What follows belongs to an exercise in optimizing a design on an open flow for small area, a short achievable clock period and few clock cycles per item; a production flow would make more cautious choices. Only simulation tests tie the RTL to the original design; equivalence was not proved. Power and IR drop assume default switching activity.

==> flow/design.v <==
package nfsa_pkg;
  localparam int unsigned NUM_SLOTS_DEF = 2048;
  localparam int unsigned WORD_W        = 32;
  localparam int unsigned BIT_W         = 5;
  localparam int unsigned SLOT_W        = 11;
  localparam int unsigned STATUS_W      = 2;
  localparam int unsigned COUNT_W       = 12;
  localparam logic OP_ALLOC = 1'b0;
  localparam logic OP_FREE  = 1'b1;
  localparam logic [STATUS_W-1:0] STAT_OK       = 2'd0;
  localparam logic [STATUS_W-1:0] STAT_FULL     = 2'd1;
  localparam logic [STATUS_W-1:0] STAT_NOT_USED = 2'd2;
  typedef struct packed {
    logic clear;
    logic accept;
    logic scan;
    logic free_chk;
  } ctl_t;
  typedef struct packed {
    logic clear_done;
    logic scan_done;
  } stat_t;
endpackage
module nfsa_ctrl (
  input  logic                        clk,
  input  logic                        rst_n,
  input  logic                        start,
  input  logic                        in_op,
  input  logic [nfsa_pkg::SLOT_W-1:0] in_idx,
  output logic                        busy,
  output logic                        s1_valid,
  output logic                        s1_op,
  output logic [nfsa_pkg::SLOT_W-1:0] s1_idx
);
  logic busy_q;
  always_ff @(posedge clk) begin
    if (!rst_n) begin
      s1_valid <= 1'b0;
      busy_q   <= 1'b1;
    end else begin
      s1_valid <= start & ~busy_q;
      busy_q   <= 1'b0;
    end
  end
  always_ff @(posedge clk) begin
    s1_op  <= in_op;
    s1_idx <= in_idx;
  end
  assign busy = busy_q;
endmodule
module nfsa_dp #(
  parameter int unsigned NUM_SLOTS = nfsa_pkg::NUM_SLOTS_DEF
) (
  input  logic                            clk,
  input  logic                            rst_n,
  input  logic                            s1_valid,
  input  logic                            s1_op,
  input  logic [nfsa_pkg::SLOT_W-1:0]     s1_idx,
  output logic                            out_valid,
  output logic [nfsa_pkg::SLOT_W-1:0]     out_slot_out,
  output logic [nfsa_pkg::STATUS_W-1:0]   out_status,
  output logic [nfsa_pkg::COUNT_W-1:0]    out_slots_in_use
);
  localparam int unsigned WORD_W   = nfsa_pkg::WORD_W;
  localparam int unsigned BIT_W    = nfsa_pkg::BIT_W;
  localparam int unsigned SLOT_W   = nfsa_pkg::SLOT_W;
  localparam int unsigned STATUS_W = nfsa_pkg::STATUS_W;
  localparam int unsigned COUNT_W  = nfsa_pkg::COUNT_W;
  localparam int unsigned NWORDS   = NUM_SLOTS / WORD_W;
  localparam int unsigned AW       = $clog2(NWORDS);
  localparam logic [STATUS_W-1:0] STAT_OK       = nfsa_pkg::STAT_OK;
  localparam logic [STATUS_W-1:0] STAT_FULL     = nfsa_pkg::STAT_FULL;
  localparam logic [STATUS_W-1:0] STAT_NOT_USED = nfsa_pkg::STAT_NOT_USED;
  function automatic logic [WORD_W-1:0] low32(input logic [WORD_W-1:0] v);
    logic [WORD_W-1:0] r;
    logic              seen;
    r    = '0;
    seen = 1'b0;
    for (int i = 0; i < WORD_W; i++) begin
      r[i] = v[i] & ~seen;
      seen = seen | v[i];
    end
    low32 = r;
  endfunction
  function automatic logic [NWORDS-1:0] low64(input logic [NWORDS-1:0] v);
    logic [NWORDS-1:0] r;
    logic              seen;
    r    = '0;
    seen = 1'b0;
    for (int i = 0; i < NWORDS; i++) begin
      r[i] = v[i] & ~seen;
      seen = seen | v[i];
    end
    low64 = r;
  endfunction
  function automatic logic [WORD_W-1:0] ge32(input logic [WORD_W-1:0] oh);
    logic [WORD_W-1:0] r;
    logic              seen;
    r    = '0;
    seen = 1'b0;
    for (int i = 0; i < WORD_W; i++) begin
      seen = seen | oh[i];
      r[i] = seen;
    end
    ge32 = r;
  endfunction
  function automatic logic [NWORDS-1:0] ge64(input logic [NWORDS-1:0] oh);
    logic [NWORDS-1:0] r;
    logic              seen;
    r    = '0;
    seen = 1'b0;
    for (int i = 0; i < NWORDS; i++) begin
      seen = seen | oh[i];
      r[i] = seen;
    end
    ge64 = r;
  endfunction
  function automatic logic [BIT_W-1:0] enc32(input logic [WORD_W-1:0] oh);
    logic [BIT_W-1:0] r;
    r = '0;
    for (int i = 0; i < WORD_W; i++) begin
      if (oh[i]) r = r | BIT_W'(i);
    end
    enc32 = r;
  endfunction
  function automatic logic [AW-1:0] enc64(input logic [NWORDS-1:0] oh);
    logic [AW-1:0] r;
    r = '0;
    for (int i = 0; i < NWORDS; i++) begin
      if (oh[i]) r = r | AW'(i);
    end
    enc64 = r;
  endfunction
  function automatic logic [NWORDS-1:0] dec64(input logic [AW-1:0] a);
    logic [NWORDS-1:0] r;
    for (int i = 0; i < NWORDS; i++) begin
      r[i] = (a == AW'(i));
    end
    dec64 = r;
  endfunction
  function automatic logic [WORD_W-1:0] dec32(input logic [BIT_W-1:0] a);
    logic [WORD_W-1:0] r;
    for (int i = 0; i < WORD_W; i++) begin
      r[i] = (a == BIT_W'(i));
    end
    dec32 = r;
  endfunction
  function automatic logic lt6(input logic [AW-1:0] a, input logic [AW-1:0] b);
    logic r;
    r = 1'b0;
    for (int i = 0; i < AW; i++) begin
      r = (~a[i] & b[i]) | (~(a[i] ^ b[i]) & r);
    end
    lt6 = r;
  endfunction
  function automatic logic [AW:0] first_after(input logic [NWORDS-1:0] nf,
                                              input logic [AW-1:0] p);
    logic [NWORDS-1:0] pm, gep, hi, lo;
    pm  = dec64(p);
    gep = ge64(pm);
    hi  = nf & gep & ~pm;
    lo  = nf & ~gep;
    first_after = {|(hi | lo), enc64((|hi) ? low64(hi) : low64(lo))};
  endfunction
  function automatic logic between(input logic [AW-1:0] a, input logic [AW-1:0] x,
                                   input logic [AW-1:0] b);
    logic ax, xb;
    ax = lt6(a, x);
    xb = lt6(x, b);
    between = lt6(a, b) ? (ax & xb) : (ax | xb);
  endfunction
  function automatic logic one_free(input logic [WORD_W-1:0] v);
    logic any, two;
    any = 1'b0;
    two = 1'b0;
    for (int i = 0; i < WORD_W; i++) begin
      two = two | (any & ~v[i]);
      any = any | ~v[i];
    end
    one_free = ~two;
  endfunction
  logic [NWORDS-1:0][WORD_W-1:0] mem;
  logic [NWORDS-1:0]             full_q;
  logic [WORD_W-1:0]             cur_q;    
  logic [WORD_W-1:0]             gem_q;    
  logic                          hh_q;     
  logic [AW-1:0]                 pw_q;
  logic [AW-1:0]                 nw_q;
  logic                          nwv_q;
  logic [AW-1:0]                 nnw_q;
  logic                          nnwv_q;
  logic [COUNT_W-1:0]            cnt_q;
  logic [WORD_W-1:0]             rd_q;
  logic                          s2_valid;
  logic                          s2_op;
  logic [SLOT_W-1:0]             s2_idx;
  logic                out_valid_q;
  logic [SLOT_W-1:0]   out_slot_q;
  logic [STATUS_W-1:0] out_status_q;
  logic [COUNT_W-1:0]  out_count_q;
  logic [AW-1:0]     iw;
  logic [WORD_W-1:0] ib_oh;
  logic              is_alloc, is_free;
  logic [WORD_W-1:0] cand_hi;
  logic              use_rd, low_any, a_ok, moved;
  logic [WORD_W-1:0] oh_hi, oh_rd, oh_lo, a_oh;
  logic [WORD_W-1:0] wd_alloc, wd_free;
  logic [AW-1:0]     a_word;
  logic              a_full, used;
  logic              we;
  logic [AW-1:0]     wa;
  logic [WORD_W-1:0] wd;
  assign iw    = s2_idx[SLOT_W-1:BIT_W];
  assign ib_oh = dec32(s2_idx[BIT_W-1:0]);
  assign is_alloc = s2_valid & ~s2_op;
  assign is_free  = s2_valid &  s2_op;
  assign cand_hi = ~cur_q & gem_q;
  assign use_rd  = ~hh_q & nwv_q;
  assign low_any = ~&cur_q;
  assign a_ok    = hh_q | nwv_q | low_any;
  assign moved   = is_alloc & use_rd;
  assign oh_hi = low32(cand_hi);
  assign oh_rd = low32(~rd_q);
  assign oh_lo = low32(~cur_q);
  always_comb begin
    if (hh_q) begin
      wd_alloc = cur_q | oh_hi;
      a_oh     = oh_hi;
      a_word   = pw_q;
    end else if (nwv_q) begin
      wd_alloc = rd_q | oh_rd;
      a_oh     = oh_rd;
      a_word   = nw_q;
    end else begin
      wd_alloc = cur_q | oh_lo;
      a_oh     = oh_lo;
      a_word   = pw_q;
    end
  end
  assign wd_free = rd_q & ~ib_oh;
  assign used    = |(rd_q & ib_oh);
  assign we = is_free | (is_alloc & a_ok);
  assign wa = s2_op ? iw : a_word;
  assign wd = s2_op ? wd_free : wd_alloc;
  logic              pw_full, gap1, gap2;
  logic [AW:0]       srch;
  logic [AW-1:0]     nw_d, nnw_d;
  logic              nwv_d, nnwv_d;
  assign pw_full = &cur_q;
  assign gap1    = nwv_q ? between(pw_q, iw, nw_q) : (iw != pw_q);
  assign gap2    = between(nw_q, iw, nnwv_q ? nnw_q : pw_q);
  assign srch    = first_after(~full_q & ~dec64(nw_q), nnw_q);
  always_comb begin
    nw_d   = nw_q;
    nwv_d  = nwv_q;
    nnw_d  = nnw_q;
    nnwv_d = nnwv_q;
    if (moved) begin
      nw_d   = nnw_q;
      nwv_d  = nnwv_q;
      if (srch[AW]) begin
        nnw_d  = srch[AW-1:0];
        nnwv_d = nnwv_q;
      end else begin
        nnw_d  = nw_q;
        nnwv_d = nnwv_q & ~a_full;
      end
    end else if (is_alloc & a_ok) begin
      if (nnw_q == pw_q) nnwv_d = nnwv_q & ~a_full;
    end else if (is_free) begin
      if (iw == pw_q) begin
        if (~nnwv_q) begin
          nnw_d  = pw_q;
          nnwv_d = nwv_q;
        end
      end else if (gap1) begin
        nw_d   = iw;
        nwv_d  = 1'b1;
        nnw_d  = nwv_q ? nw_q : pw_q;
        nnwv_d = nwv_q | ~pw_full;
      end else if (nwv_q & (iw != nw_q) & gap2) begin
        nnw_d  = iw;
        nnwv_d = 1'b1;
      end
    end
  end
  logic free_cur, free_rd, hh_d;
  assign free_cur = one_free(cur_q);
  assign free_rd  = one_free(rd_q);
  assign a_full   = use_rd ? free_rd : free_cur;
  always_comb begin
    hh_d = hh_q;
    if (is_alloc & a_ok) begin
      if (hh_q)       hh_d = ~one_free(~cand_hi);
      else if (nwv_q) hh_d = ~free_rd;
      else            hh_d = ~free_cur;
    end else if (is_free & (iw == pw_q)) begin
      hh_d = hh_q | |(ib_oh & gem_q);
    end
  end
  logic [AW-1:0]     raddr;
  logic [WORD_W-1:0] rdata;
  always_comb begin
    if (s1_op)                     raddr = s1_idx[SLOT_W-1:BIT_W];
    else if (moved & nnwv_q)       raddr = nnw_q;
    else                           raddr = nw_q;
  end
  assign rdata = ((we & (wa == raddr)) | (~s1_op & is_free & gap1)) ? wd : mem[raddr];
  logic [WORD_W-1:0] row_wd;
  logic              row_full;
  assign row_wd   = rst_n ? wd : '0;
  assign row_full = rst_n & ~s2_op & a_full;
  for (genvar w = 0; w < NWORDS; w++) begin : g_row
    logic row_we;
    assign row_we = ~rst_n | (we & (wa == AW'(w)));
    always_ff @(posedge clk) begin
      if (row_we) begin
        mem[w]    <= row_wd;
        full_q[w] <= row_full;
      end
    end
  end
  always_ff @(posedge clk) begin
    rd_q <= rdata;
  end
  logic [COUNT_W-1:0] cnt_inc, cnt_dec, cnt_d;
  for (genvar i = 0; i < COUNT_W; i++) begin : g_cnt
    localparam logic [COUNT_W-1:0] LOW = (COUNT_W'(1) << i) - COUNT_W'(1);
    assign cnt_inc[i] = cnt_q[i] ^ (&(cnt_q | ~LOW));
    assign cnt_dec[i] = cnt_q[i] ^ (&(~cnt_q | ~LOW));
  end
  always_comb begin
    cnt_d = cnt_q;
    if (is_alloc & a_ok)     cnt_d = cnt_inc;
    else if (is_free & used) cnt_d = cnt_dec;
  end
  always_ff @(posedge clk) begin
    if (!rst_n) begin
      cur_q       <= '0;
      gem_q       <= '1;
      hh_q        <= 1'b1;
      pw_q        <= '0;
      nw_q        <= AW'(1);
      nwv_q       <= 1'b1;
      nnw_q       <= AW'(2);
      nnwv_q      <= 1'b1;
      cnt_q       <= '0;
      s2_valid    <= 1'b0;
      out_valid_q <= 1'b0;
    end else begin
      if (is_alloc & a_ok) begin
        cur_q <= wd_alloc;
        gem_q <= ge32(a_oh);
        pw_q  <= a_word;
      end else if (is_free & (iw == pw_q)) begin
        cur_q <= wd_free;
      end
      hh_q     <= hh_d;
      nw_q     <= nw_d;
      nwv_q    <= nwv_d;
      nnw_q    <= nnw_d;
      nnwv_q   <= nnwv_d;
      cnt_q    <= cnt_d;
      s2_valid <= s1_valid;
      out_valid_q <= s2_valid;
    end
  end
  always_ff @(posedge clk) begin
    s2_op  <= s1_op;
    s2_idx <= s1_idx;
    out_count_q <= cnt_d;
    if (s2_op) begin
      out_slot_q   <= s2_idx;
      out_status_q <= used ? STAT_OK : STAT_NOT_USED;
    end else begin
      out_slot_q   <= a_ok ? {a_word, enc32(a_oh)} : '0;
      out_status_q <= a_ok ? STAT_OK : STAT_FULL;
    end
  end
  assign out_valid        = out_valid_q;
  assign out_slot_out     = out_slot_q;
  assign out_status       = out_status_q;
  assign out_slots_in_use = out_count_q;
endmodule
module next_fit_slot_allocator_top #(
  parameter int unsigned NUM_SLOTS = nfsa_pkg::NUM_SLOTS_DEF
) (
  input  logic                          clk,
  input  logic                          rst_n,
  input  logic                          start,
  output logic                          busy,
  input  logic                          in_op,
  input  logic [nfsa_pkg::SLOT_W-1:0]   in_slot_index,
  output logic                          out_valid,
  output logic [nfsa_pkg::SLOT_W-1:0]   out_slot_out,
  output logic [nfsa_pkg::STATUS_W-1:0] out_status,
  output logic [nfsa_pkg::COUNT_W-1:0]  out_slots_in_use
);
  logic                        s1_valid;
  logic                        s1_op;
  logic [nfsa_pkg::SLOT_W-1:0] s1_idx;
  nfsa_ctrl u_ctrl (
    .clk      (clk),
    .rst_n    (rst_n),
    .start    (start),
    .in_op    (in_op),
    .in_idx   (in_slot_index),
    .busy     (busy),
    .s1_valid (s1_valid),
    .s1_op    (s1_op),
    .s1_idx   (s1_idx)
  );
  nfsa_dp #(
    .NUM_SLOTS (NUM_SLOTS)
  ) u_dp (
    .clk              (clk),
    .rst_n            (rst_n),
    .s1_valid         (s1_valid),
    .s1_op            (s1_op),
    .s1_idx           (s1_idx),
    .out_valid        (out_valid),
    .out_slot_out     (out_slot_out),
    .out_status       (out_status),
    .out_slots_in_use (out_slots_in_use)
  );
endmodule
==> flow/run.sh <==
#!/bin/bash
# synth_recipe.tcl (not shown) runs the flow's synth.tcl, then flattens the netlist and writes it again
# the make line also repeats each setting of config.mk as NAME=value (left out here)
make -C /OpenROAD-flow-scripts/flow DESIGN_CONFIG=/design/flow/config.mk WORK_HOME=/design/flow/orfs CLKGATE_MAP_FILE= SYNTH_SCRIPT=/design/flow/synth_recipe.tcl finish
==> flow/config.mk <==
export PLATFORM = sky130hd
export DESIGN_NAME = next_fit_slot_allocator_top
export DESIGN_NICKNAME = next_fit_slot_allocator_top
export VERILOG_FILES = /design/flow/design.v
export SDC_FILE = /design/flow/constraint.sdc
export NUM_CORES = 4
export LEC_CHECK = 0
export CAP_MARGIN = 20
export CORE_MARGIN = 2
export CORE_UTILIZATION = 40
export SETUP_SLACK_MARGIN = 3.0
export SLEW_MARGIN = 20
export TNS_END_PERCENT = 0
==> flow/constraint.sdc <==
create_clock -name core_clock -period 6.5 [get_ports {clk}]
set_input_delay 1.3000 -clock core_clock [delete_from_list [all_inputs] [get_ports {clk}]]
set_output_delay 1.3000 -clock core_clock [all_outputs]
set_load 0.01 [all_outputs]
==> summary.log, run 1 <==
INFO  sta            worst-slew-pin-transition=1.15ns
INFO  sta            timing.final.hold_violations=0
INFO  global_route   grt_pass1_vias=59900
INFO  layout         synthToLayoutAreaGrowth=19.4%
INFO  synth          synth_cells=6095
INFO  die            ios=42
INFO  critical_path  setup.worst_path.end_class=flop
INFO  clock_tree     clock_insertion_delay_worst_skew=0.89ns
INFO  hold_path      hold_class=flop to flop
INFO  synth          synth.ff_latch_count=2294
INFO  pwr            cellLeakagePower=0.0403µW
INFO  synth          synth_unique_cells=112
INFO  placed_design  hpwlAfterDp=185000µm
INFO  flow_run       max_cap_viol_count=0
INFO  die            die_h=501µm
INFO  layout         final.fill_count=20500
INFO  critical_path  worst_setup_path_start_kind=flop
INFO  layout         final_area=118000µm²
INFO  synth          synth_edf_count=2112
INFO  critical_path  critical_path_peak_fanout=14
INFO  die            die_width=501µm
INFO  synth          yosys.area.top_type_share=64.2%
INFO  drt            routed-via-count=62300
INFO  sta            setup_viol=0
INFO  sta            final.setup.tns=0ns
INFO  drt            initial_drt_markers=8847
INFO  clock_tree     cts-root-to-sink-buffers=3
INFO  sta            achievable-frequency=255MHz
INFO  die            std_cell_rows=182
INFO  drt            vias_per_cell=6.32
INFO  status         status=no timing/DRC/antenna violations
INFO  sta            slew_violations=0
INFO  global_route   antenna_violations_before_repair=11
INFO  sta            unrepaired_setup_endpoints_after_global_routing=yes
INFO  critical_path  worst_ep_arrival_time=4.65ns
INFO  clock_tree     clk_pin_slew=0.07ns
INFO  layout         post_layout_instance_count_excluding_filler_cells=9843
INFO  global_route   globalRoute.totalOverflow=0
INFO  drt            postRouteWirelength=329000µm
INFO  clock_tree     ctsHtreeMaxLevel=4
INFO  clock_tree     clockRootBuffer=clkbuf_16
INFO  synth          avgSynthCellArea=16.2µm²
INFO  critical_path  worst_ep_required_time=7.23ns
INFO  synth          yosysSeqAreaShare=67.9%
INFO  synth          synth_top_flop_cell=edfxtp_1
INFO  drt            drc=0
INFO  global_route   pin_count_of_the_biggest_net_entering_global_routing=87
INFO  clock_tree     clock-sinks=2294
INFO  die            start_util=40.2%
INFO  sta            final.period_utilization=60.3%
INFO  drt            routed_wire_length_per_instance=33.4µm
INFO  layout         post_route_cells_drive_above_1_share=29.5%
INFO  placed_design  dpl_cell_area=104000µm²
INFO  critical_path  timing.setup.critical_path_class=flop to flop
INFO  drt            drtPass1Iterations=6
INFO  die            fp.coreArea=246000µm²
INFO  placed_design  gpl.final_weighted_congestion=0.970
INFO  synth          synthesis.yosys.warnings=2
INFO  synth          net_count_after_synthesis=6151
INFO  sta            min_period=3.92ns
INFO  global_route   grt_util_all_layers=25.6%
INFO  synth          yosys-top-cells-area=edfxtp_1, mux4_2, dfxtp_1
INFO  layout         mostFrequentLayoutCells=edfxtp_1, mux4_2, nor2_1, buf_4, nand2_1
INFO  layout         final_nets=6482
INFO  clock_tree     cts_buffers=223
INFO  die            floorplan.die_area=251000µm²
INFO  placed_design  port-buffer-count=41
INFO  pwr            peak_supply_drop=0.238mV
INFO  layout         final_common_cell=edfxtp_1
INFO  drt            antenna_left=0
INFO  synth          post-synth-top-area-cell=edfxtp_1
INFO  sta            fin_skew=0.0486ns
INFO  pwr            power.density_cell_area=297nW/µm²
INFO  clock_tree     tritoncts=built
INFO  placed_design  post-place-cells=9164
INFO  global_route   grt_first_pass_wirelength=459000µm
INFO  synth          synth_async_sr_flop_share=0%
INFO  sta            relSlewSlack=23.3%
INFO  synth          synth_area=98800µm²
## what timing repair did
item | 4_1_cts | 5_1_grt
hold buffers | 0 | 0
endpoints found under the setup margin | 4248 | 3965
hold endpoints to repair | 0 | 0
resized for setup | 481 | 218
cloned | 42 | 11
pin swaps | 52 | 64
setup buffers | 116 | 88
## through the flow
stage	util [%]	total power, µW	setup slack, ns	hold WS [ns]
after floorplan	-	19800	2.41	0.310
after global placement	42.5	21200	1.07	0.318
after detailed placement	42.5	21300	1.34	0.312
after CTS	47.2	35000	2.71	0.325
after global routing	48.0	36000	2.59	0.332
final	48.0	35000	2.58	0.325
## where the power goes
| part | internal, µW | total (µW) | switching [µW] |
|---|---|---|---|
| registers | 17400 | 17800 | 430 |
| clock network | 7790 | 13500 | 5700 |
| logic | 1420 | 3730 | 2310 |
## final timing paths
| kind | to | cells after the start | startpoint | slack, ns |
|---|---|---|---|---|
| max reg2reg | u_dp.nnw_q[0]$_SDFFE_PN0P_ | 14 | u_dp.nnw_q[1]$_SDFFE_PN1P_ | 2.58 |
| min reg2reg | u_dp.s2_idx[1]$_DFF_P_ | 0 | u_ctrl.s1_idx[1]$_DFF_P_ | 0.33 |
| max | u_dp.nnw_q[0]$_SDFFE_PN0P_ | 14 | u_dp.nnw_q[1]$_SDFFE_PN1P_ | 2.58 |
| min | u_dp.s2_idx[1]$_DFF_P_ | 0 | u_ctrl.s1_idx[1]$_DFF_P_ | 0.33 |
## worst max-delay path, stage by stage (launching register included)
cell and delay (ns):
dfxtp_4 0.39, buf_12 0.17, or4_4 0.54, buf_12 0.15, a2111oi_4 0.50, nor4_4 0.13, nand3_4 0.14, nor2_4 0.10
nand4_4 0.17, buf_6 0.18, o22ai_1 0.11, a2111oi_4 0.41, nand4_1 0.23, nor4_4 0.34, a31oi_2 0.19
## cells in the mapped netlist (13+ instances only)
library cell     n
edfxtp_1      2112
mux4_2         513
a21oi_1        315
nor2_1         304
nand2_1        281
clkbuf_1       228
o21ai_0        214
a211oi_1       198
dfxtp_1        182
mux2i_1        169
nor2b_1        126
buf_2          118
nand3_1        116
nor3_1          81
inv_1           69
and2_1          66
o211ai_1        58
buf_1           50
mux2_2          49
a221oi_1        45
nand4_1         45
a31oi_1         42
ha_1            41
nand2b_1        39
and3_1          34
nor4_1          34
a21o_1          28
o22ai_1         23
o31ai_1         22
o221a_2         21
a22oi_1         19
a2111oi_0       18
or3_1           18
a311oi_1        17
o21ai_1         17
xnor2_1         17
o32ai_1         16
buf_4           15
buf_6           15
or2_2           15
maj3_1          14
nor3b_1         14
o21a_1          13
## kinds of logic (layout without fill, tap and decap cells)
| kind of cell | Yosys count | count (layout) | share of synthesized area [%] |
|---|---|---|---|
| buffers and inverters | 498 | 1000 | 2.21 |
| adders and majority gates | 55 | 55 | 0.661 |
| and+or+nand+nor | 1287 | 1309 | 6.90 |
| other | 0 | 4 | 0 |
| DFF | 2294 | 2294 | 67.9 |
| muxes | 731 | 731 | 14.0 |
| AOI/OAI and AO/OA | 1209 | 1209 | 8.20 |
| xor gates and xnor gates | 21 | 21 | 0.186 |
## state kept, by name, indices dropped and copies added, names as in the netlist, 12 cells and up
| signal | count |
|---|---|
| u_dp.out_count_q | 12 |
| u_dp.rd_q | 32 |
| u_dp.gem_q | 32 |
| u_dp.mem | 2048 |
| u_dp.cnt_q | 12 |
| u_dp.cur_q | 32 |
| u_dp.full_q | 64 |
## final cells by class
cell class              instances  area [µm²]  area share [%]
well taps                    3220        4030            3.42
multi-input cells            3325       32700            27.8
inverters                      72         270           0.229
clock inverters               131        1590            1.35
repair buffers                510        6080            5.15
diodes                          4        10.0         0.00849
flip-flops and latches       2294       67200            56.9
clock buffers                 287        6070            5.14
## metal layers
layer / GRT usage, % / vias up / wire length, µm
li1: - / 25500 / -
met1: 35.9 / 32600 / 133000
met2: 39.9 / 3520 / 151000
met3: 4.89 / 664 / 31400
met4: 9.30 / 10 / 13900
met5: 0 / - / 64
Testbench counts, summed over its fixed seeds: cycles 48,024, items 48,000.
==> inputs of run 2 (changes only) <==
--- a/flow/design.v
+++ b/flow/design.v
@@ -170,14 +170,16 @@
     between = lt6(a, b) ? (ax & xb) : (ax | xb);
   endfunction
   function automatic logic one_free(input logic [WORD_W-1:0] v);
-    logic any, two;
-    any = 1'b0;
-    two = 1'b0;
-    for (int i = 0; i < WORD_W; i++) begin
-      two = two | (any & ~v[i]);
-      any = any | ~v[i];
+    logic [WORD_W-1:0] any, two;
+    any = ~v;
+    two = '0;
+    for (int w = 1; w < WORD_W; w = w * 2) begin
+      for (int i = 0; i + w < WORD_W; i = i + 2 * w) begin
+        two[i] = two[i] | two[i + w] | (any[i] & any[i + w]);
+        any[i] = any[i] | any[i + w];
+      end
     end
-    one_free = ~two;
+    one_free = ~two[0];
   endfunction
   logic [NWORDS-1:0][WORD_W-1:0] mem;
   logic [NWORDS-1:0]             full_q;
@@ -193,6 +195,9 @@
   logic [WORD_W-1:0]             rd_q;
   logic                          s2_valid;
   logic                          s2_op;
+  logic                          is_alloc;   
+  logic                          is_free;    
+  logic                          mv_q;       
   logic [SLOT_W-1:0]             s2_idx;
   logic                out_valid_q;
   logic [SLOT_W-1:0]   out_slot_q;
@@ -200,7 +205,6 @@
   logic [COUNT_W-1:0]  out_count_q;
   logic [AW-1:0]     iw;
   logic [WORD_W-1:0] ib_oh;
-  logic              is_alloc, is_free;
   logic [WORD_W-1:0] cand_hi;
   logic              use_rd, low_any, a_ok, moved;
   logic [WORD_W-1:0] oh_hi, oh_rd, oh_lo, a_oh;
@@ -212,8 +216,6 @@
   logic [WORD_W-1:0] wd;
   assign iw    = s2_idx[SLOT_W-1:BIT_W];
   assign ib_oh = dec32(s2_idx[BIT_W-1:0]);
-  assign is_alloc = s2_valid & ~s2_op;
-  assign is_free  = s2_valid &  s2_op;
   assign cand_hi = ~cur_q & gem_q;
   assign use_rd  = ~hh_q & nwv_q;
   assign low_any = ~&cur_q;
@@ -239,7 +241,7 @@
   end
   assign wd_free = rd_q & ~ib_oh;
   assign used    = |(rd_q & ib_oh);
-  assign we = is_free | (is_alloc & a_ok);
+  assign we = s2_valid;
   assign wa = s2_op ? iw : a_word;
   assign wd = s2_op ? wd_free : wd_alloc;
   logic              pw_full, gap1, gap2;
@@ -302,25 +304,37 @@
   logic [WORD_W-1:0] rdata;
   always_comb begin
     if (s1_op)                     raddr = s1_idx[SLOT_W-1:BIT_W];
-    else if (moved & nnwv_q)       raddr = nnw_q;
+    else if (mv_q)                 raddr = nnw_q;
     else                           raddr = nw_q;
   end
-  assign rdata = ((we & (wa == raddr)) | (~s1_op & is_free & gap1)) ? wd : mem[raddr];
+  logic              wq_v;
+  logic [AW-1:0]     wq_a;
+  logic [WORD_W-1:0] wq_d;
+  logic              fwd_s2, fwd_q;
+  assign fwd_s2 = (we & (wa == raddr)) | (~s1_op & is_free & gap1);
+  assign fwd_q  = wq_v & (wq_a == raddr);
+  assign rdata  = fwd_s2 ? wd : (fwd_q ? wq_d : mem[raddr]);
   logic [WORD_W-1:0] row_wd;
   logic              row_full;
-  assign row_wd   = rst_n ? wd : '0;
-  assign row_full = rst_n & ~s2_op & a_full;
+  logic rst_q;
+  assign row_wd   = rst_q ? wq_d : '0;
+  assign row_full = rst_q & ~s2_op & a_full;
   for (genvar w = 0; w < NWORDS; w++) begin : g_row
-    logic row_we;
-    assign row_we = ~rst_n | (we & (wa == AW'(w)));
+    logic row_we, row_fe;
+    assign row_we = ~rst_q | (wq_v & (wq_a == AW'(w)));
+    assign row_fe = ~rst_q | (we & (wa == AW'(w)));
     always_ff @(posedge clk) begin
-      if (row_we) begin
-        mem[w]    <= row_wd;
-        full_q[w] <= row_full;
-      end
+      if (row_we) mem[w]    <= row_wd;
+      if (row_fe) full_q[w] <= row_full;
     end
   end
   always_ff @(posedge clk) begin
+    rst_q <= rst_n;
+    wq_v  <= we;
+    wq_a  <= wa;
+    wq_d  <= wd;
+  end
+  always_ff @(posedge clk) begin
     rd_q <= rdata;
   end
   logic [COUNT_W-1:0] cnt_inc, cnt_dec, cnt_d;
@@ -346,6 +360,9 @@
       nnwv_q      <= 1'b1;
       cnt_q       <= '0;
       s2_valid    <= 1'b0;
+      is_alloc    <= 1'b0;
+      is_free     <= 1'b0;
+      mv_q        <= 1'b0;
       out_valid_q <= 1'b0;
     end else begin
       if (is_alloc & a_ok) begin
@@ -362,6 +379,9 @@
       nnwv_q   <= nnwv_d;
       cnt_q    <= cnt_d;
       s2_valid <= s1_valid;
+      is_alloc <= s1_valid & ~s1_op;
+      is_free  <= s1_valid & s1_op;
+      mv_q     <= s1_valid & ~s1_op & ~hh_d & nwv_d;
       out_valid_q <= s2_valid;
     end
   end
--- a/flow/config.mk
+++ b/flow/config.mk
@@ -8,6 +8,8 @@
 export CAP_MARGIN = 20
 export CORE_MARGIN = 2
 export CORE_UTILIZATION = 40
+export CTS_CLUSTER_DIAMETER = 150
+export CTS_CLUSTER_SIZE = 20
 export SETUP_SLACK_MARGIN = 3.0
 export SLEW_MARGIN = 20
 export TNS_END_PERCENT = 0
==> summary.log, run 2 <==
INFO  sta            timing.final.hold_violations=0 [unchanged]
INFO  synth          synth_edf_count=2112 [unchanged]
INFO  critical_path  timing.rr.start=u_dp.cur_q[9]$_SDFFE_PN0P_
INFO  synth          largest_family_of_logic_cells_by_synthesized_area=multiplexers
INFO  global_route   grt_util_all_layers=24.5% [-1.1 points]
INFO  synth          most_instantiated_library_cell_after_synthesis=edfxtp_1
INFO  die            die_h=504µm [+0.53%]
INFO  die            die_width=504µm [+0.53%]
INFO  drt            drtPass1Iterations=9 [+3]
INFO  layout         largest_register_ffs=2048 [unchanged]
INFO  layout         post_layout_instance_count_excluding_filler_cells=9903 [+0.61%]
INFO  clock_tree     post_cts_hold_buffer_count=0 [unchanged]
INFO  status         status=no timing/DRC/antenna violations
INFO  clock_tree     cts_buffers=136 [-39%]
INFO  clock_tree     clockRootBuffer=clkbuf_16
INFO  synth          yosysSeqAreaShare=68.0% [+0.14 points]
INFO  critical_path  setup.worst_path.end_class=flop
INFO  placed_design  hpwlAfterDp=195000µm [+5.5%]
INFO  synth          avgSynthCellArea=15.8µm² [-2.4%]
INFO  sta            relSlewSlack=22.9% [-0.43 points]
INFO  global_route   grt_use_met3=4.31% [-0.58 points]
INFO  layout         post_route_cells_drive_above_1_share=22.8% [-6.7 points]
INFO  hold_path      hold_class=flop to flop
INFO  pwr            proportion_of_total_power_due_to_net_switching=24.5% [+0.42 points]
INFO  hold_path      min_to=u_dp.s2_idx[3]$_DFF_P_
INFO  synth          synthTopCellsByCount=edfxtp_1, mux4_2, a21oi_1, nand2_1, a211oi_1
INFO  sta            final.setup.tns=0ns [unchanged]
INFO  placed_design  preCtsSetupSlack=1.13ns [-0.212 ns]
INFO  global_route   pin_count_of_the_biggest_net_entering_global_routing=96 [+10%]
INFO  clock_tree     cts-root-to-sink-buffers=3 [unchanged]
INFO  global_route   globalRoute.totalOverflow=0 [unchanged]
INFO  global_route   grt.met2_usage=38.1% [-1.9 points]
INFO  sta            min_period=3.92ns [+0.00661 ns]
INFO  clock_tree     tritoncts=built
INFO  synth          synth_simple_gate_area_share=7.47% [+0.57 points]
INFO  die            start_util=40.2% [about the same]
INFO  synth          synth.ff_latch_count=2337 [+1.9%]
INFO  sta            achievable-frequency=255MHz [-0.17%]
INFO  hold_path      worstHoldPathCells=0 [unchanged]
INFO  critical_path  critical_path.most_common_cell=a21oi_1
INFO  critical_path  cell_count_along_the_critical_path=12 [-2]
INFO  critical_path  worst-r2r-setup-slack=2.58ns [about the same]
INFO  sta            setup_viol=0 [unchanged]
INFO  pwr            switchingPower=7420µW [-12%]
INFO  die            ios=42 [unchanged]
INFO  pwr            power=30300µW [-14%]
INFO  drt            routed_wire_length_per_instance=31.7µm [-5.2%]
INFO  critical_path  path_cells=buf_4, nand4_1, or2_2, nor4_2, and3_1, nand2_1, a21oi_1, a31oi_1, nor2b_1, nand3_1, nor4_1, a21oi_1
INFO  critical_path  worst_path_max_delay_cell=nor4_2
INFO  synth          yosys.area_share.xor_xnor=0.237% [+0.051 points]
INFO  synth          muxShareOfSynthArea=13.3% [-0.68 points]
INFO  sta            final.period_utilization=60.4% [+0.10 points]
INFO  hold_path      timing.hold.worst.start=u_ctrl.s1_idx[3]$_DFF_P_
INFO  global_route   grtUsageMet1=35.5% [-0.42 points]
INFO  sta            slew_violations=0 [unchanged]
INFO  synth          synth_unique_cells=101 [-9.8%]
INFO  flow_run       max_cap_viol_count=0 [unchanged]
INFO  synth          yosys-top-cells-area=edfxtp_1, mux4_2, dfxtp_1
INFO  synth          synth_top_flop_cell=edfxtp_1
INFO  critical_path  cp_num_buf_inv=1 [-2]
INFO  pwr            peak_supply_drop=0.284mV [+20%]
INFO  layout         synthToLayoutAreaGrowth=13.4%
INFO  critical_path  timing.setup.critical_path_class=flop to flop
INFO  critical_path  cp_max_stage_delay=0.98ns [+0.44 ns]
INFO  layout         largest-register=u_dp.mem
INFO  layout         final_common_cell=edfxtp_1
INFO  layout         mostFrequentLayoutCells=edfxtp_1, mux4_2, buf_4, nand2_1, a21oi_1
INFO  layout         final_nets=6556 [+1.1%]
INFO  die            fp.coreArea=248000µm² [+1.1%]
INFO  global_route   grt_most_used_layer=met2
INFO  global_route   grt_pass1_vias=59900 [-0.11%]
INFO  critical_path  r2r-end=u_dp.out_slot_q[3]$_DFF_P_
INFO  sta            unrepaired_setup_endpoints_after_global_routing=yes
INFO  critical_path  worst_ep_arrival_time=4.65ns [about the same]
INFO  clock_tree     clock-sinks=2337 [+1.9%]
INFO  clock_tree     clock_insertion_delay_worst_skew=0.86ns [-0.03 ns]
INFO  drt            postRouteWirelength=314000µm [-4.6%]
INFO  clock_tree     clk_pin_slew=0.09ns [+0.02 ns]
INFO  critical_path  worst_ep_required_time=7.22ns [about the same]
INFO  drt            routed-via-count=61500 [-1.2%]
INFO  pwr            power.density_cell_area=267nW/µm² [-9.9%]
INFO  placed_design  port-buffer-count=41 [unchanged]
INFO  drt            drc=0 [unchanged]
INFO  synth          synth_compound_area_share=8.46% [+0.26 points]
INFO  critical_path  critical_path_peak_fanout=10 [-4]
INFO  synth          synth_area=99900µm² [+1.1%]
INFO  layout         largestRegisters=u_dp.mem (2048), u_dp.full_q (64)
INFO  pwr            cell_internal_power=22900µW [-14%]
INFO  sta            final.setup.worst_slack=2.58ns [-0.00661 ns]
INFO  drt            antenna_left=0 [unchanged]
INFO  placed_design  gpl.final_weighted_congestion=0.977 [+0.71%]
INFO  synth          net_count_after_synthesis=6370 [+3.6%]
INFO  synth          yosys.area.top_type_share=63.5% [-0.68 points]
INFO  drt            vias_per_cell=6.21 [-1.8%]
INFO  global_route   grt_first_pass_wirelength=447000µm [-2.8%]
INFO  pwr            cellLeakagePower=0.0385µW [-4.4%]
INFO  pwr            comb_power_share=10.5% [about the same]
INFO  synth          yosys.area_share.adder=0.544% [-0.12 points]
INFO  die            floorplan.die_area=254000µm² [+1.1%]
INFO  clock_tree     ctsHtreeMaxLevel=4 [unchanged]
INFO  critical_path  worst_setup_path_start_kind=flop
INFO  critical_path  number_of_cells_on_the_worst_reg_to_reg_path=12 [-2]
INFO  die            std_cell_rows=183 [+0.55%]
INFO  critical_path  critPathTopFamily=simple AND/OR/NAND/NOR gates
INFO  synth          synthesis.yosys.warnings=2 [unchanged]
INFO  placed_design  post-place-cells=9589 [+4.6%]
INFO  pwr            share_seq_of_total_power=59.7% [+8.9 points]
INFO  sta            worst-slew-pin-transition=1.15ns [-0.00293 ns]
INFO  drt            initial_drt_markers=8188 [-7.4%]
INFO  pwr            clockPowerShare=29.8% [-8.7 points]
INFO  global_route   antenna_violations_before_repair=10 [-1]
INFO  synth          synth_cells=6314 [+3.6%]
INFO  sta            fin_skew=0.0593ns [+0.0107 ns]
INFO  synth          post-synth-top-area-cell=edfxtp_1
INFO  synth          synth_async_sr_flop_share=0% [unchanged]
[run 2: changes by cell type after synthesis, sizes merged, moves of 15 or more]
cell | previous run | this run
a211oi | 199 | 303
mux2 | 49 | 8
nor2b | 126 | 169
nor2 | 307 | 292
clkbuf | 228 | 270
o21ai | 231 | 272
o22ai | 23 | 41
a221oi | 48 | 33
nand4 | 48 | 63
o221a | 21 | 1
nand2 | 282 | 320
dfxtp | 182 | 225
nor4 | 39 | 57
buf | 198 | 161
[run 2: per-stage QoR]
stage,hold WS [ns],cell area (µm²),util (%)
after floorplan,0.310,99900,-
after global placement,0.318,106000,42.9
after detailed placement,0.312,107000,42.9
after CTS,0.335,113000,45.4
after global routing,0.338,113000,45.6
final,0.332,113000,45.6
[run 2: logic make-up (layout without fill, tap and decap cells)]
logic type / after synthesis / in the layout
xor+xnor: 27 / 27
mux: 684 / 684
fa+ha+maj: 44 / 44
simple gates: 1414 / 1414
other cells: 0 / 10
buf+inv: 508 / 757
flops: 2337 / 2337
compound gates: 1300 / 1300
[run 2: worst max-delay path by stage]
stage	slack (ns)	end	from
after global routing	2.49	u_dp.nnw_q[3]$_SDFFE_PN0P_	u_dp.nnw_q[1]$_SDFFE_PN1P_
final	2.58	u_dp.out_slot_q[3]$_DFF_P_	u_dp.cur_q[9]$_SDFFE_PN0P_
after global placement	1.19	u_dp.nnw_q[2]$_SDFFE_PN0P_	u_dp.cur_q[1]$_SDFFE_PN0P_
after CTS	2.69	u_dp.nnw_q[3]$_SDFFE_PN0P_	u_dp.nw_q[1]$_SDFFE_PN0P_
after floorplan	2.76	u_dp.mem[100]$_DFFE_PP_	u_dp.wq_v$_DFF_P_
after detailed placement	1.13	u_dp.nnw_q[2]$_SDFFE_PN0P_	u_dp.cur_q[1]$_SDFFE_PN0P_
[run 2: repair_timing]
item                       in CTS  in global routing
pin swaps                      59                 12
gates resized for setup       287                 65
cloned                          7                  1
buffers inserted               83                 12
setup endpoints to repair     220                177
hold endpoints to repair        0                  0
[run 2: power groups by stage]
stage	Clock, µW	Sequential [µW]	Combinational (µW)
4_1_cts	9180	18100	3180
3_5_place_dp	0	18400	3070
2_1_floorplan	0	18200	1930
5_1_grt	9680	18200	3370
3_3_place_gp	0	18300	3030
6_report	9010	18100	3180
[run 2: per-layer routing]
layer / vias to the layer above / wire length [µm]
met5: - / 0
met4: 0 / 9250
met3: 462 / 27000
met2: 3102 / 145000
met1: 32200 / 133000
li1: 25800 / -
[run 2: final cells by class]
class | instances | area [µm²]
tap | 3330 | 4170
sequential | 2337 | 68000
multi-input combinational | 3469 | 32200
inverter | 77 | 293
clock buffer | 183 | 3600
fill | 21500 | 135000
clock inverter | 18 | 415
timing repair buffer | 479 | 4560
antenna | 10 | 25.0
Testbench counts of run 2, summed over its fixed seeds: cycles 48,024, items 48,000.
==> inputs of run 3 (changes only) <==
--- a/flow/design.v
+++ b/flow/design.v
@@ -153,6 +153,14 @@
     end
     lt6 = r;
   endfunction
+  function automatic logic lt5(input logic [BIT_W-1:0] a, input logic [BIT_W-1:0] b);
+    logic r;
+    r = 1'b0;
+    for (int i = 0; i < BIT_W; i++) begin
+      r = (~a[i] & b[i]) | (~(a[i] ^ b[i]) & r);
+    end
+    lt5 = r;
+  endfunction
   function automatic logic [AW:0] first_after(input logic [NWORDS-1:0] nf,
                                               input logic [AW-1:0] p);
     logic [NWORDS-1:0] pm, gep, hi, lo;
@@ -184,7 +192,8 @@
   logic [NWORDS-1:0][WORD_W-1:0] mem;
   logic [NWORDS-1:0]             full_q;
   logic [WORD_W-1:0]             cur_q;    
-  logic [WORD_W-1:0]             gem_q;    
+  logic [BIT_W-1:0]              pb_q;     
+  logic [WORD_W-1:0]             gem;      
   logic                          hh_q;     
   logic [AW-1:0]                 pw_q;
   logic [AW-1:0]                 nw_q;
@@ -216,7 +225,12 @@
   logic [WORD_W-1:0] wd;
   assign iw    = s2_idx[SLOT_W-1:BIT_W];
   assign ib_oh = dec32(s2_idx[BIT_W-1:0]);
-  assign cand_hi = ~cur_q & gem_q;
+  always_comb begin
+    for (int i = 0; i < WORD_W; i++) begin
+      gem[i] = ~lt5(BIT_W'(i), pb_q);
+    end
+  end
+  assign cand_hi = ~cur_q & gem;
   assign use_rd  = ~hh_q & nwv_q;
   assign low_any = ~&cur_q;
   assign a_ok    = hh_q | nwv_q | low_any;
@@ -297,7 +311,7 @@
       else if (nwv_q) hh_d = ~free_rd;
       else            hh_d = ~free_cur;
     end else if (is_free & (iw == pw_q)) begin
-      hh_d = hh_q | |(ib_oh & gem_q);
+      hh_d = hh_q | |(ib_oh & gem);
     end
   end
   logic [AW-1:0]     raddr;
@@ -351,7 +365,7 @@
   always_ff @(posedge clk) begin
     if (!rst_n) begin
       cur_q       <= '0;
-      gem_q       <= '1;
+      pb_q        <= '0;
       hh_q        <= 1'b1;
       pw_q        <= '0;
       nw_q        <= AW'(1);
@@ -367,7 +381,7 @@
     end else begin
       if (is_alloc & a_ok) begin
         cur_q <= wd_alloc;
-        gem_q <= ge32(a_oh);
+        pb_q  <= enc32(a_oh);
         pw_q  <= a_word;
       end else if (is_free & (iw == pw_q)) begin
         cur_q <= wd_free;
--- a/flow/config.mk
+++ b/flow/config.mk
@@ -10,6 +10,7 @@
 export CORE_UTILIZATION = 40
 export CTS_CLUSTER_DIAMETER = 150
 export CTS_CLUSTER_SIZE = 20
+export PLACE_DENSITY = 0.75
 export SETUP_SLACK_MARGIN = 3.0
 export SLEW_MARGIN = 20
 export TNS_END_PERCENT = 0
==> summary.log, run 3 <==
INFO  placed_design  port-buffer-count=41 [unchanged]
INFO  die            std_cell_rows=182 [-0.55%]
INFO  critical_path  worst-r2r-setup-slack=2.66ns [+0.09 ns]
INFO  critical_path  worst_ep_required_time=7.25ns [+0.03 ns]
INFO  critical_path  timing.rr.start=u_dp.nnw_q[5]$_SDFFE_PN0P_
INFO  die            die_width=501µm [-0.44%]
INFO  layout         largest_register_ffs=2048 [unchanged]
INFO  flow_run       max_cap_viol_count=0 [unchanged]
INFO  critical_path  crit_path_end=u_dp.nnw_q[1]$_SDFFE_PN1P_
INFO  synth          yosysSeqAreaShare=68.1% [about the same]
INFO  drt            routed_wire_length_per_instance=32.0µm [+0.86%]
INFO  critical_path  critical_path.startpoint=u_dp.nnw_q[5]$_SDFFE_PN0P_
INFO  critical_path  path_cells=buf_12, nor2_4, buf_12, a221oi_2, buf_4, or3_4, or4_4, nor4b_4, buf_6, buf_8, nand3_4, nor2_4, a31oi_4, o211ai_1, nor4_2, a21oi_1
INFO  synth          synthesis.yosys.warnings=2 [unchanged]
INFO  hold_path      timing.hold.worst.start=u_ctrl.s1_idx[0]$_DFF_P_
INFO  synth          most_instantiated_library_cell_after_synthesis=edfxtp_1
INFO  synth          synth_async_sr_flop_share=0% [unchanged]
INFO  critical_path  cp_num_buf_inv=5 [+4]
INFO  die            floorplan.die_area=251000µm² [-0.89%]
INFO  synth          synth_top_flop_cell=edfxtp_1
INFO  layout         final_area=114000µm² [+0.24%]
INFO  critical_path  critical_path_peak_fanout=7 [-3]
INFO  die            start_util=40.2% [+0.045 points]
INFO  die            die_h=501µm [-0.44%]
INFO  placed_design  gpl.final_weighted_congestion=0.974 [-0.32%]
INFO  synth          net_count_after_synthesis=6229 [-2.2%]
INFO  critical_path  worst_path_max_delay_cell=or4_4
INFO  critical_path  critPathTopFamily=simple AND/OR/NAND/NOR gates
INFO  synth          yosys.area.top_type_share=64.1% [+0.57 points]
INFO  synth          synth_edf_count=2112 [unchanged]
INFO  layout         synthToLayoutAreaGrowth=14.7%
INFO  critical_path  setup.worst_path.end_class=flop
INFO  global_route   antenna_violations_before_repair=12 [+2]
INFO  clock_tree     clock_insertion_delay_worst_skew=0.83ns [-0.03 ns]
INFO  global_route   grt_util_all_layers=23.8% [-0.74 points]
INFO  sta            worst-slew-pin-transition=1.13ns [-0.0172 ns]
INFO  drt            vias_per_cell=6.46 [+4.0%]
INFO  layout         largestRegisters=u_dp.mem (2048), u_dp.full_q (64)
INFO  sta            fin_skew=0.0395ns [-0.0198 ns]
INFO  synth          synth_unique_cells=102 [+0.99%]
INFO  drt            routed-via-count=62100 [+1.0%]
INFO  synth          synthTopCellsByCount=edfxtp_1, mux4_2, a21oi_1
INFO  critical_path  worst_setup_path_start_kind=flop
INFO  clock_tree     ctsHtreeMaxLevel=4 [unchanged]
INFO  pwr            power=30100µW [-0.60%]
INFO  placed_design  preCtsSetupSlack=1.44ns [+0.312 ns]
INFO  status         status=no timing/DRC/antenna violations
INFO  drt            initial_drt_markers=9786 [+20%]
INFO  global_route   globalRoute.totalOverflow=0 [unchanged]
INFO  critical_path  number_of_cells_on_the_worst_reg_to_reg_path=16 [+4]
INFO  synth          post-synth-top-area-cell=edfxtp_1
INFO  clock_tree     clk_pin_slew=0.10ns [about the same]
INFO  sta            final.setup.worst_slack=2.66ns [+0.0867 ns]
INFO  global_route   pin_count_of_the_biggest_net_entering_global_routing=95 [-1.0%]
INFO  clock_tree     cts-root-to-sink-buffers=3 [unchanged]
INFO  layout         post_route_cells_drive_above_1_share=26.0% [+3.2 points]
INFO  sta            setup_viol=0 [unchanged]
INFO  critical_path  worst_ep_arrival_time=4.59ns [-0.06 ns]
INFO  sta            unrepaired_setup_endpoints_after_global_routing=yes
INFO  clock_tree     cts_buffers=134 [-1.5%]
INFO  placed_design  hpwlAfterDp=183000µm [-6.3%]
INFO  layout         largest-register=u_dp.mem
INFO  layout         final_nets=6406 [-2.3%]
INFO  layout         mostFrequentLayoutCells=edfxtp_1, mux4_2, buf_4, nand2_1, nor2_1
INFO  die            fp.coreArea=246000µm² [-1.0%]
INFO  pwr            cellLeakagePower=0.0386µW [+0.18%]
INFO  pwr            power.density_cell_area=265nW/µm² [-0.84%]
INFO  sta            relSlewSlack=24.8% [+1.9 points]
INFO  critical_path  cp_max_stage_delay=0.60ns [-0.38 ns]
INFO  synth          synth_area=99000µm² [-0.89%]
INFO  clock_tree     tritoncts=built
INFO  sta            slew_violations=0 [unchanged]
INFO  sta            final.period_utilization=59.0% [-1.3 points]
INFO  synth          yosys-top-cells-area=edfxtp_1, mux4_2, dfxtp_1
INFO  critical_path  r2r-end=u_dp.nnw_q[1]$_SDFFE_PN1P_
INFO  sta            final.setup.tns=0ns [unchanged]
INFO  clock_tree     clockRootBuffer=clkbuf_16
INFO  drt            postRouteWirelength=308000µm [-2.0%]
INFO  placed_design  dpl_cell_area=105000µm² [-1.8%]
INFO  synth          synth_cells=6173 [-2.2%]
INFO  critical_path  cell_count_along_the_critical_path=16 [+4]
INFO  global_route   grt_pass1_vias=59400 [-0.73%]
INFO  synth          avgSynthCellArea=16.0µm² [+1.4%]
INFO  critical_path  timing.setup.critical_path_class=flop to flop
INFO  pwr            peak_supply_drop=0.286mV [+0.39%]
INFO  sta            achievable-frequency=261MHz [+2.3%]
INFO  hold_path      hold_class=flop to flop
INFO  synth          synth.ff_latch_count=2310 [-1.2%]
INFO  die            ios=42 [unchanged]
INFO  drt            drc=0 [unchanged]
INFO  clock_tree     clock-sinks=2310 [-1.2%]
INFO  drt            antenna_left=0 [unchanged]
INFO  sta            min_period=3.84ns [-0.0867 ns]
INFO  layout         final_common_cell=edfxtp_1
INFO  global_route   grt_first_pass_wirelength=433000µm [-3.0%]
INFO  sta            timing.final.hold_violations=0 [unchanged]
INFO  drt            drtPass1Iterations=7 [-2]
## run 3: layout make-up
| type | instances | area [µm²] |
|---|---|---|
| fill | 20300 | 132000 |
| sequential | 2310 | 67500 |
| multi-input combinational | 3352 | 32600 |
| timing repair buffer | 481 | 5270 |
| tap | 3220 | 4030 |
| clock buffer | 167 | 3520 |
| clock inverter | 16 | 334 |
| inverter | 71 | 270 |
| antenna | 1 | 2.50 |
## run 3: layer usage
metal / track usage [%] / part of all wire [%]
met3: 5.00 / 12
met4: 9.56 / 4.5
met2: 36.9 / 46
met1: 32.7 / 38
met5: 0 / 0.0036
## run 3: logic make-up after synthesis
kind of cell,Yosys count,share of synthesized area (%)
simple gates,1292,6.87
fa+ha+maj,47,0.579
xor+xnor,27,0.239
mux,707,13.7
buf+inv,511,2.17
flops,2310,68.1
compound gates,1279,8.39
## run 3: worst reg2reg max path, stage by stage, from the launching register on
cell and delay, ns:
dfxtp_4 0.43, buf_12 0.17, nor2_4 0.15, buf_12 0.13, a221oi_2 0.06, buf_4 0.17
or3_4 0.33, or4_4 0.60, nor4b_4 0.25, buf_6 0.18, buf_8 0.14, nand3_4 0.12
nor2_4 0.24, a31oi_4 0.14, o211ai_1 0.32, nor4_2 0.12, a21oi_1 0.22
## run 3: how the worst min path moves through the flow
stage                             endpoint  slack [ns]  cells past startpoint
global placement    u_dp.s2_idx[0]$_DFF_P_        0.32                      0
CTS                 u_dp.s2_idx[0]$_DFF_P_        0.34                      0
global route        u_dp.s2_idx[0]$_DFF_P_        0.34                      0
finish              u_dp.s2_idx[0]$_DFF_P_        0.34                      0
detailed placement  u_dp.s2_idx[3]$_DFF_P_        0.31                      0
floorplan           u_dp.s2_idx[0]$_DFF_P_        0.31                      0
## run 3: power breakdown
| part | switching (µW) | total, µW | internal (µW) |
|---|---|---|---|
| clock | 4850 | 8750 | 3900 |
| combinational | 2050 | 3360 | 1310 |
| sequential | 514 | 18000 | 17500 |
| total | 7410 | 30100 | 22700 |
## run 3: what timing repair did
action	CTS	global route
pin swaps	80	63
setup buffers	117	55
setup endpoints to repair	190	156
hold buffers	0	0
gates cloned	18	5
resized for setup	473	140
## run 3: stage by stage
stage | instances | util (%) | hold slack [ns]
2_1_floorplan | 6173 | - | 0.310
3_3_place_gp | 9238 | 42.5 | 0.318
3_5_place_dp | 9239 | 42.5 | 0.312
4_1_cts | 9557 | 45.6 | 0.344
5_1_grt | 9618 | 46.2 | 0.340
6_report | 9618 | 46.2 | 0.338
Testbench counts of run 3, summed over its fixed seeds: cycles 48,024, items 48,000.
==> inputs of run 4 (changes only) <==
--- a/flow/design.v
+++ b/flow/design.v
@@ -211,7 +211,6 @@
   logic                out_valid_q;
   logic [SLOT_W-1:0]   out_slot_q;
   logic [STATUS_W-1:0] out_status_q;
-  logic [COUNT_W-1:0]  out_count_q;
   logic [AW-1:0]     iw;
   logic [WORD_W-1:0] ib_oh;
   logic [WORD_W-1:0] cand_hi;
@@ -402,7 +401,6 @@
   always_ff @(posedge clk) begin
     s2_op  <= s1_op;
     s2_idx <= s1_idx;
-    out_count_q <= cnt_d;
     if (s2_op) begin
       out_slot_q   <= s2_idx;
       out_status_q <= used ? STAT_OK : STAT_NOT_USED;
@@ -414,7 +412,7 @@
   assign out_valid        = out_valid_q;
   assign out_slot_out     = out_slot_q;
   assign out_status       = out_status_q;
-  assign out_slots_in_use = out_count_q;
+  assign out_slots_in_use = cnt_q;
 endmodule
 module next_fit_slot_allocator_top #(
   parameter int unsigned NUM_SLOTS = nfsa_pkg::NUM_SLOTS_DEF
==> summary.log, run 4 <==
INFO  sta            final.period_utilization=60.0% [+0.93 points]
INFO  sta            slew_violations=0 [unchanged]
INFO  critical_path  setup.worst_path.end_class=flop
INFO  critical_path  worst_ep_required_time=7.17ns [-0.08 ns]
INFO  drt            antenna_left=0 [unchanged]
INFO  sta            achievable-frequency=257MHz [-1.5%]
INFO  clock_tree     clock_insertion_delay_worst_skew=0.83ns [about the same]
INFO  critical_path  critical_path.startpoint=u_dp.nnw_q[0]$_SDFFE_PN0P_
INFO  layout         final_util=45.2% [-0.91 points]
INFO  flow_run       max_cap_viol_count=0 [unchanged]
INFO  global_route   grt_pass1_vias=58700 [-1.2%]
INFO  placed_design  port-buffer-count=41 [unchanged]
INFO  critical_path  timing.setup.critical_path_class=flop to flop
INFO  synth          muxShareOfSynthArea=13.8% [+0.10 points]
INFO  drt            drc=0 [unchanged]
INFO  layout         final_area=111000µm² [-2.1%]
INFO  pwr            power.density_cell_area=267nW/µm² [+0.84%]
INFO  sta            fin_skew=0.0522ns [+0.0128 ns]
INFO  die            fp.coreArea=246000µm² [about the same]
INFO  placed_design  dpl_cell_area=104000µm² [-0.21%]
INFO  layout         largest-register=u_dp.mem
INFO  synth          synthesis.yosys.warnings=2 [unchanged]
INFO  critical_path  worst_ep_arrival_time=4.57ns [-0.02 ns]
INFO  synth          synth_async_sr_flop_share=0% [unchanged]
INFO  die            std_cell_rows=182 [unchanged]
INFO  synth          net_count_after_synthesis=6162 [-1.1%]
INFO  clock_tree     clock-sinks=2298 [-0.52%]
INFO  synth          yosys.area_share.adder=0.520% [-0.059 points]
INFO  synth          post-synth-top-area-cell=edfxtp_1
INFO  hold_path      timing.hold.worst.start=u_ctrl.s1_idx[2]$_DFF_P_
INFO  sta            min_period=3.90ns [+0.0603 ns]
INFO  placed_design  preCtsSetupSlack=1.46ns [+0.0218 ns]
INFO  die            ios=42 [unchanged]
INFO  hold_path      hold_class=flop to flop
INFO  sta            timing.final.hold_violations=0 [unchanged]
INFO  synth          most_instantiated_library_cell_after_synthesis=edfxtp_1
INFO  synth          yosys.area.top_type_share=64.3% [+0.19 points]
INFO  synth          synth.ff_latch_count=2298 [-0.52%]
INFO  synth          synth_unique_cells=107 [+4.9%]
INFO  pwr            cellLeakagePower=0.0377µW [-2.4%]
INFO  global_route   grt_first_pass_wirelength=423000µm [-2.4%]
INFO  placed_design  gpl.final_weighted_congestion=0.968 [-0.64%]
INFO  drt            vias_per_cell=6.41 [-0.75%]
INFO  global_route   antenna_violations_before_repair=6 [-6]
INFO  die            die_h=501µm [-0.14%]
INFO  layout         final_nets=6260 [-2.3%]
INFO  sta            worst-slew-pin-transition=1.19ns [+0.0655 ns]
INFO  global_route   grt_util_all_layers=23.1% [-0.65 points]
INFO  synth          synth_top_flop_cell=edfxtp_1
INFO  synth          yosys.area_share.xor_xnor=0.266% [+0.027 points]
INFO  clock_tree     post_cts_hold_buffer_count=0 [unchanged]
INFO  global_route   globalRoute.totalOverflow=0 [unchanged]
INFO  layout         post_route_cells_drive_above_1_share=22.8% [-3.2 points]
INFO  drt            drtPass1Iterations=6 [-1]
INFO  clock_tree     clockRootBuffer=clkbuf_16
INFO  sta            final.setup.tns=0ns [unchanged]
INFO  clock_tree     ctsHtreeMaxLevel=4 [unchanged]
INFO  synth          synth_area=98700µm² [-0.29%]
INFO  drt            routed_wire_length_per_instance=31.4µm [-1.8%]
INFO  sta            setup_viol=0 [unchanged]
INFO  global_route   pin_count_of_the_biggest_net_entering_global_routing=93 [-2.1%]
INFO  clock_tree     cts_buffers=133 [-0.75%]
INFO  synth          synth_cells=6114 [-0.96%]
INFO  drt            postRouteWirelength=298000µm [-3.1%]
INFO  pwr            peak_supply_drop=0.201mV [-30%]
INFO  die            die_width=501µm [-0.14%]
INFO  sta            final.setup.worst_slack=2.60ns [-0.0603 ns]
INFO  clock_tree     tritoncts=built
INFO  die            start_util=40.2% [-0.080 points]
INFO  critical_path  worst_setup_path_start_kind=flop
INFO  clock_tree     cts-root-to-sink-buffers=3 [unchanged]
INFO  critical_path  critical_path_peak_fanout=22 [+15]
INFO  synth          synth_compound_area_share=8.39% [about the same]
INFO  layout         post_layout_instance_count_excluding_filler_cells=9494 [-1.3%]
INFO  synth          largest_family_of_logic_cells_by_synthesized_area=multiplexers
INFO  placed_design  hpwlAfterDp=177000µm [-3.2%]
INFO  synth          synth_edf_count=2112 [unchanged]
INFO  placed_design  post-place-cells=9196 [-0.47%]
INFO  clock_tree     clk_pin_slew=0.09ns [about the same]
INFO  layout         synthToLayoutAreaGrowth=12.6%
INFO  layout         mostFrequentLayoutCells=edfxtp_1, mux4_2, nand2_1, a21oi_1, buf_4
INFO  sta            unrepaired_setup_endpoints_after_global_routing=yes
INFO  die            floorplan.die_area=251000µm² [-0.29%]
INFO  status         status=no timing/DRC/antenna violations
INFO  layout         largest_register_ffs=2048 [unchanged]
INFO  layout         final_common_cell=edfxtp_1
INFO  synth          synth_simple_gate_area_share=6.78% [-0.086 points]
INFO  synth          synthTopCellsByCount=edfxtp_1, mux4_2, nand2_1
INFO  synth          yosys-top-cells-area=edfxtp_1, mux4_2, dfxtp_1
INFO  critical_path  timing.rr.start=u_dp.nnw_q[0]$_SDFFE_PN0P_
INFO  drt            initial_drt_markers=9555 [-2.4%]
INFO  synth          yosysSeqAreaShare=68.0% [about the same]
INFO  synth          avgSynthCellArea=16.1µm² [+0.67%]
INFO  drt            routed-via-count=60900 [-2.0%]
INFO  layout         largestRegisters=u_dp.mem (2048), u_dp.full_q (64)
INFO  sta            relSlewSlack=18.1% [-6.6 points]
## run 4: cell count changes in the layout (fill, tap and decap cells not counted), sizes merged, moves of 13 or more
cell     previous run  this run
a2111oi            25        39
a211oi            258       291
a311oi              5        42
buf               416       358
mux2               38         5
mux2i             157       200
nand2             300       325
nand4              81        62
nor2              288       259
o211ai             72        24
o21ai             306       266
o22ai              37        24
## run 4: timing repair
action | 4_1_cts | 5_1_grt
pin swaps | 35 | 35
setup endpoints to repair | 174 | 171
setup buffers | 57 | 29
gates resized for setup | 231 | 131
hold endpoints to repair | 0 | 0
gates cloned | 13 | 2
## run 4: critical path, cell delays in order (launching register included)
cell      delay [ns]
dfxtp_2         0.40
buf_12          0.20
mux2i_1         0.14
o21ai_4         0.21
buf_12          0.21
buf_4           0.19
buf_16          0.22
mux4_2          0.53
nor2b_1         0.14
a211oi_1        0.31
a211oi_2        0.16
a311oi_4        0.44
a211oi_1        0.23
a21oi_1         0.21
a21oi_1         0.08
## run 4: area by class of cell
| cell class | count | area, µm² |
|---|---|---|
| fillers | 20500 | 135000 |
| flip-flops and latches | 2298 | 67200 |
| multi-input cells | 3306 | 31700 |
| repair buffers | 414 | 4210 |
| well taps | 3220 | 4030 |
| clock buffers | 183 | 3600 |
| clock inverters | 13 | 244 |
| inverters | 59 | 221 |
| diodes | 1 | 2.50 |
## run 4: stage by stage
step	hold WS (ns)	total power [µW]
after floorplan	0.310	19900
after global placement	0.320	21000
after detailed placement	0.318	21200
after CTS	0.335	29700
after global routing	0.343	30500
final	0.335	29700
## run 4: final timing paths
kind	cells after the start	endpoint	slack (ns)
max	14	u_dp.rd_q[7]$_DFF_P_	2.60
min	0	u_dp.s2_idx[2]$_DFF_P_	0.33
max reg2reg	14	u_dp.rd_q[7]$_DFF_P_	2.60
min reg2reg	0	u_dp.s2_idx[2]$_DFF_P_	0.33
## run 4: kinds of logic (layout without fill, tap and decap cells)
family | Yosys count | after routing
other | 0 | 1
and+or+nand+nor | 1262 | 1262
adders and majority gates | 43 | 43
AOI/OAI and AO/OA | 1254 | 1254
muxes | 717 | 717
buffers and inverters | 510 | 669
DFF | 2298 | 2298
xor gates and xnor gates | 30 | 30
## run 4: layer usage
metal / up-vias / GRT usage [%] / wire length [µm]
li1: 24900 / - / -
met1: 31500 / 32.0 / 115000
met2: 3930 / 35.6 / 136000
met3: 593 / 5.43 / 35000
met4: 0 / 8.38 / 12000
met5: - / 0 / 0
## run 4: report_power, final
part | total [µW] | switching [µW] | internal, µW
clock | 8660 | 4730 | 3930
combinational | 3140 | 1920 | 1220
sequential | 17900 | 503 | 17400
Testbench counts of run 4, summed over its fixed seeds: cycles 48,024, items 48,000.

==> static timing again, ports no longer ideal <==
No port has a modelled driver above. Below, the same layouts with a new extraction and two added sets of constraints.
Step 1 sets driving cells, clkbuf_16 on the clock port and buf_2 on the other inputs (assumed; they add their load-dependent delay and slew).
Step 2 times the ports against the registers' clock, not the clock port: input delays grow and output delays shrink by t, the midpoint of the rising clock arrivals with the driver on.
Slacks: ideal ports / drivers / drivers and shift; pairs: ideal ports / drivers.
run | t (ns) | setup WS [ns] | worst setup path after step 2 | latest minus earliest clock arrival (ns) | cell pins on the clock port's net
run 1 | 0.966 | 2.583 / 2.583 / 2.583 | register to register | 0.050 / 0.050 | 1
run 2 | 0.928 | 2.576 / 2.576 / 2.576 | register to register | 0.061 / 0.061 | 1
run 3 | 0.911 | 2.663 / 2.663 / 2.663 | register to register | 0.048 / 0.047 | 1
run 4 | 0.910 | 2.603 / 2.603 / 2.603 | register to register | 0.054 / 0.055 | 1
After both steps setup and hold are still met in every run listed.
